What follows belongs to an exercise in optimizing a design on an open flow for small area; a production flow would make more cautious choices. The RTL was checked by simulation tests, not by an equivalence proof against the original design.

==> inputs of trial 59 <==
==> flow/design.v (excerpt) <==
module rv_core_top (
   input  logic        clk,
   input  logic        rst_n,
   input  logic        instr_valid,
   input  rv_core_pkg::instr_u      instr,
   output logic        wb_valid,
   output logic [4:0]  wb_rd,
   output logic [31:0] wb_data,
   output logic        br_valid,
   output logic        br_taken,
   output logic [31:0] br_offset,
   output logic        illegal
);
Settings: LEC_CHECK=0, CAP_MARGIN=20, CORE_MARGIN=2, CORE_UTILIZATION=40, SLEW_MARGIN=20; clock period 9.0 ns.
run.sh (not shown) runs the stock make flow with config.mk's settings and CLKGATE_MAP_FILE= SYNTH_SCRIPT=/design/flow/synth_recipe.tcl, a recipe that flattens the netlist after the stock synthesis.
==> build 36 (differences from trial 59) <==
--- a/flow/design.v
+++ b/flow/design.v
@@ -42,14 +42,67 @@
    typedef enum logic [2:0] {
       C_NONE = 3'd0, C_ALU_R = 3'd1, C_ALU_I = 3'd2, C_LOAD = 3'd3,
       C_STORE = 3'd4, C_BRANCH = 3'd5, C_ILLEGAL = 3'd6
    } cls_e;
 endpackage
 `timescale 1ns/1ps
 `timescale 1ns/1ps
+module rd_aoi3 (
+   input  logic d0, s0, d1, s1, d2, s2,
+   output logic y
+);
+   assign y = ~((d0 & s0) | (d1 & s1) | (d2 & s2));
+endmodule
+module rd_aoi2 (
+   input  logic d0, s0, d1, s1,
+   output logic y
+);
+   assign y = ~((d0 & s0) | (d1 & s1));
+endmodule
+module rd_nand2 (
+   input  logic d0, s0,
+   output logic y
+);
+   assign y = ~(d0 & s0);
+endmodule
+module rd_nand4 (
+   input  logic a, b, c, d,
+   output logic y
+);
+   assign y = ~(a & b & c & d);
+endmodule
+module rd_bit #(
+   parameter int N = 32
+) (
+   input  logic [N-1:0] d,
+   input  logic [N-1:0] s,
+   output logic         y
+);
+   localparam int NG = (N + 2) / 3;           
+   localparam int NH = (NG + 3) / 4;          
+   logic [4*NH-1:0] lo;
+   logic [NH-1:0]   hi;
+   for (genvar g = 0; g < NG; g++) begin : g_lo
+      if (3 * g + 2 < N) begin : g3
+         rd_aoi3 u (.d0(d[3*g]), .s0(s[3*g]), .d1(d[3*g+1]), .s1(s[3*g+1]),
+                    .d2(d[3*g+2]), .s2(s[3*g+2]), .y(lo[g]));
+      end else if (3 * g + 1 < N) begin : g2
+         rd_aoi2 u (.d0(d[3*g]), .s0(s[3*g]), .d1(d[3*g+1]), .s1(s[3*g+1]), .y(lo[g]));
+      end else begin : g1
+         rd_nand2 u (.d0(d[3*g]), .s0(s[3*g]), .y(lo[g]));
+      end
+   end
+   for (genvar g = NG; g < 4 * NH; g++) begin : g_pad
+      assign lo[g] = 1'b1;
+   end
+   for (genvar h = 0; h < NH; h++) begin : g_hi
+      rd_nand4 u (.a(lo[4*h]), .b(lo[4*h+1]), .c(lo[4*h+2]), .d(lo[4*h+3]), .y(hi[h]));
+   end
+   assign y = |hi;
+endmodule
 `timescale 1ns/1ps
 `timescale 1ns/1ps
 module rv_core_top (
    input  logic        clk,
    input  logic        rst_n,
    input  logic        instr_valid,
    input  rv_core_pkg::instr_u      instr,
@@ -93,14 +146,18 @@
    end
    logic        w_valid;     
    logic        w_br;
    logic        w_ill;
    logic        w_load;      
    logic [4:0]  w_rd;        
    logic [31:0] w_data;      
+   logic        w_st;        
+   logic [7:0]  w_addr;      
+   logic [2:0]  w_f3;        
+   logic [31:0] wr_data;     
    wire [4:0] rs1 = s2_ins[19:15];
    wire [4:0] rs2 = s2_ins[24:20];
    wire [4:0] rd  = s2_ins[11:7];
    wire [2:0] f3  = s2_ins[14:12];
    wire       alt = s2_ins[30];
    wire is_r  = (s2_cls == rv_core_pkg::C_ALU_R);
    wire is_i  = (s2_cls == rv_core_pkg::C_ALU_I);
@@ -118,29 +175,40 @@
             if (w_valid && w_rd == 5'(i)) reg_ok[i] <= 1'b1;
          end
       end
    end
    for (genvar i = 1; i < 32; i++) begin : g_reg
       logic [31:0] q;
       always_ff @(posedge clk) begin
-         if (w_valid && w_rd == 5'(i)) q <= w_data;
+         if (w_valid && w_rd == 5'(i)) q <= wr_data;
       end
       assign regs[32*i +: 32] = q;
    end
    assign regs[31:0] = '0;
    wire byp_a = w_valid && !w_load && (w_rd == rs1);
    wire byp_b = w_valid && !w_load && (w_rd == rs2);
+   logic [31:0] sel_a, sel_b;    
+   logic [32*32-1:0] rf_in;      
    logic [31:0] rs1_val, rs2_val;
    always_comb begin
-      rs1_val = {32{byp_a}} & w_data;
-      rs2_val = {32{byp_b}} & w_data;
+      sel_a[0] = byp_a;
+      sel_b[0] = byp_b;
       for (int i = 1; i < 32; i++) begin
-         rs1_val = rs1_val | ({32{!byp_a && reg_ok[i] && rs1 == 5'(i)}} & regs[32*i +: 32]);
-         rs2_val = rs2_val | ({32{!byp_b && reg_ok[i] && rs2 == 5'(i)}} & regs[32*i +: 32]);
-      end
+         sel_a[i] = !byp_a && reg_ok[i] && rs1 == 5'(i);
+         sel_b[i] = !byp_b && reg_ok[i] && rs2 == 5'(i);
+      end
+      rf_in = {regs[32*32-1:32], w_data};
+   end
+   for (genvar b = 0; b < 32; b++) begin : g_rd
+      logic [31:0] col;
+      for (genvar i = 0; i < 32; i++) begin : g_col
+         assign col[i] = rf_in[32*i + b];
+      end
+      rd_bit #(.N(32)) u_a (.d(col), .s(sel_a), .y(rs1_val[b]));
+      rd_bit #(.N(32)) u_b (.d(col), .s(sel_b), .y(rs2_val[b]));
    end
    wire [31:0] imm_i = {{20{s2_ins[31]}}, s2_ins[31:20]};
    wire [31:0] imm_s = {{20{s2_ins[31]}}, s2_ins[31:25], s2_ins[11:7]};
    wire [31:0] imm_b = {{20{s2_ins[31]}}, s2_ins[7], s2_ins[30:25], s2_ins[11:8], 1'b0};
    wire [31:0] op_a = rs1_val;
    wire [31:0] op_b = (is_r || is_br) ? rs2_val : (is_st ? imm_s : imm_i);
    wire sub = is_br || ((is_r || is_i) && (f3 == 3'd2 || f3 == 3'd3)) ||
@@ -183,78 +251,88 @@
          3'd4:    taken = lt_s;
          3'd5:    taken = !lt_s;
          3'd6:    taken = lt_u;
          3'd7:    taken = !lt_u;
          default: taken = 1'b0;
       endcase
    end
-   wire [5:0] widx = sum[7:2];
-   wire [1:0] boff = sum[1:0];
-   logic [3:0]  byte_en;
-   logic [31:0] st_data;
-   always_comb begin
-      case (f3[1:0])
+   always_ff @(posedge clk or negedge rst_n) begin
+      if (!rst_n) begin
+         w_valid <= 1'b0;
+         w_br    <= 1'b0;
+         w_ill   <= 1'b0;
+         w_st    <= 1'b0;
+      end else begin
+         w_valid <= is_r || is_i || is_ld;
+         w_br    <= is_br;
+         w_ill   <= is_il;
+         w_st    <= is_st;
+      end
+   end
+   always_ff @(posedge clk) begin
+      w_load <= is_ld;
+      w_rd   <= {rd[4:1], is_br ? taken : rd[0]};
+      w_data <= is_br ? imm_b : (is_st ? rs2_val : alu_res);
+      w_addr <= sum[7:0];
+      w_f3   <= f3;
+   end
+   wire [5:0] widx = w_addr[7:2];
+   wire [1:0] boff = w_addr[1:0];
+   logic [NW-1:0] wsel;
+   logic [3:0]    byte_en;
+   logic [31:0]   st_data;
+   always_comb begin
+      for (int k = 0; k < NW; k++) wsel[k] = (widx == 6'(k));
+      case (w_f3[1:0])
          2'd0: begin
             byte_en = 4'b0001 << boff;
-            st_data = {4{rs2_val[7:0]}};
+            st_data = {4{w_data[7:0]}};
          end
          2'd1: begin
             byte_en = boff[1] ? 4'b1100 : 4'b0011;
-            st_data = {2{rs2_val[15:0]}};
+            st_data = {2{w_data[15:0]}};
          end
          default: begin
             byte_en = 4'b1111;
-            st_data = rs2_val;
+            st_data = w_data;
          end
       endcase
    end
    logic [NW*32-1:0] mem;
    for (genvar k = 0; k < NW; k++) begin : g_mem
       for (genvar j = 0; j < 4; j++) begin : g_lane
          logic [7:0] q;
          always_ff @(posedge clk) begin
-            if (is_st && widx == 6'(k) && byte_en[j]) q <= st_data[8*j +: 8];
+            if (w_st && wsel[k] && byte_en[j]) q <= st_data[8*j +: 8];
          end
          assign mem[32*k + 8*j +: 8] = q;
       end
    end
    logic [31:0] rdata;
-   always_comb begin
-      rdata = '0;
-      for (int k = 0; k < NW; k++) rdata = rdata | ({32{widx == 6'(k)}} & mem[32*k +: 32]);
+   for (genvar b = 0; b < 32; b++) begin : g_mrd
+      logic [NW-1:0] col;
+      for (genvar k = 0; k < NW; k++) begin : g_col
+         assign col[k] = mem[32*k + b];
+      end
+      rd_bit #(.N(NW)) u (.d(col), .s(wsel), .y(rdata[b]));
    end
    logic [15:0] half;
    logic [7:0]  byte_v;
    logic [31:0] ld_val;
    always_comb begin
       half   = boff[1] ? rdata[31:16] : rdata[15:0];
       byte_v = boff[0] ? half[15:8] : half[7:0];
-      case (f3[1:0])
-         2'd0:    ld_val = {{24{byte_v[7] && !f3[2]}}, byte_v};
-         2'd1:    ld_val = {{16{half[15] && !f3[2]}}, half};
+      case (w_f3[1:0])
+         2'd0:    ld_val = {{24{byte_v[7] && !w_f3[2]}}, byte_v};
+         2'd1:    ld_val = {{16{half[15] && !w_f3[2]}}, half};
          default: ld_val = rdata;
       endcase
    end
-   always_ff @(posedge clk or negedge rst_n) begin
-      if (!rst_n) begin
-         w_valid <= 1'b0;
-         w_br    <= 1'b0;
-         w_ill   <= 1'b0;
-      end else begin
-         w_valid <= is_r || is_i || is_ld;
-         w_br    <= is_br;
-         w_ill   <= is_il;
-      end
-   end
-   always_ff @(posedge clk) begin
-      w_load <= is_ld;
-      w_rd   <= {rd[4:1], is_br ? taken : rd[0]};
-      w_data <= is_br ? imm_b : (is_ld ? ld_val : alu_res);
-   end
+   assign wr_data = w_load ? ld_val : w_data;
    assign wb_valid  = w_valid;
    assign wb_rd     = w_rd;
-   assign wb_data   = w_data;
+   assign wb_data   = wr_data;
    assign br_valid  = w_br;
    assign br_taken  = w_rd[0];
    assign br_offset = w_data;
    assign illegal   = w_ill;
 endmodule
CORE_UTILIZATION = 55   (was 40)
SYNTH_HIERARCHICAL = 1   (was default)
==> results.ini <==
[status]
status=finished with violations
so_faults=negative setup slack

[timing]
final-setup-viol-count=5
postLayoutSetupSlackWorst_ps=-128.3

[setup_path]
crit_cells=15

[clock_tree]
numCtsBuffers=333

[floorplan]
die-area_um2=230300

[power_and_ir_drop]
p_clk_mw=13.3

The numbers above come from build 36.

==> results.ini <==
[timing]
final-setup-viol-count=15
postLayoutSetupSlackWorst_ps=-123.1

[setup_path]
crit_cells=38

[routing]
wire_per_inst_um=52.50
dr_wl_met3_um=105400

[status]
so_faults=negative setup slack
status=finished with violations

[power_and_ir_drop]
p_clk_mw=14.7
p_int_mw=27.97

The numbers above come from trial 59.

## static timing again, ports no longer ideal
Ports are ideal in the flow. The routed layouts listed here were re-timed in OpenROAD. Step 1 sets driving cells, clkbuf_16 on the clock port and buf_2 on the other inputs (assumed; they add their load-dependent delay and slew). Step 2 times the ports against the registers' clock, not the clock port: input delays grow and output delays shrink by t, the midpoint of the rising clock arrivals with the driver on. a / b / c = ideal ports / drivers / drivers and shift; a / b = the first two.
run	t (ns)	slack for setup (ns)	hold WS [ns]
trial 59	1.101	-0.123 / -0.123 / -0.123	0.326 / 0.326 / 0.326
build 36	1.035	-0.128 / -0.234 / 0.250	0.327 / 0.327 / 0.327
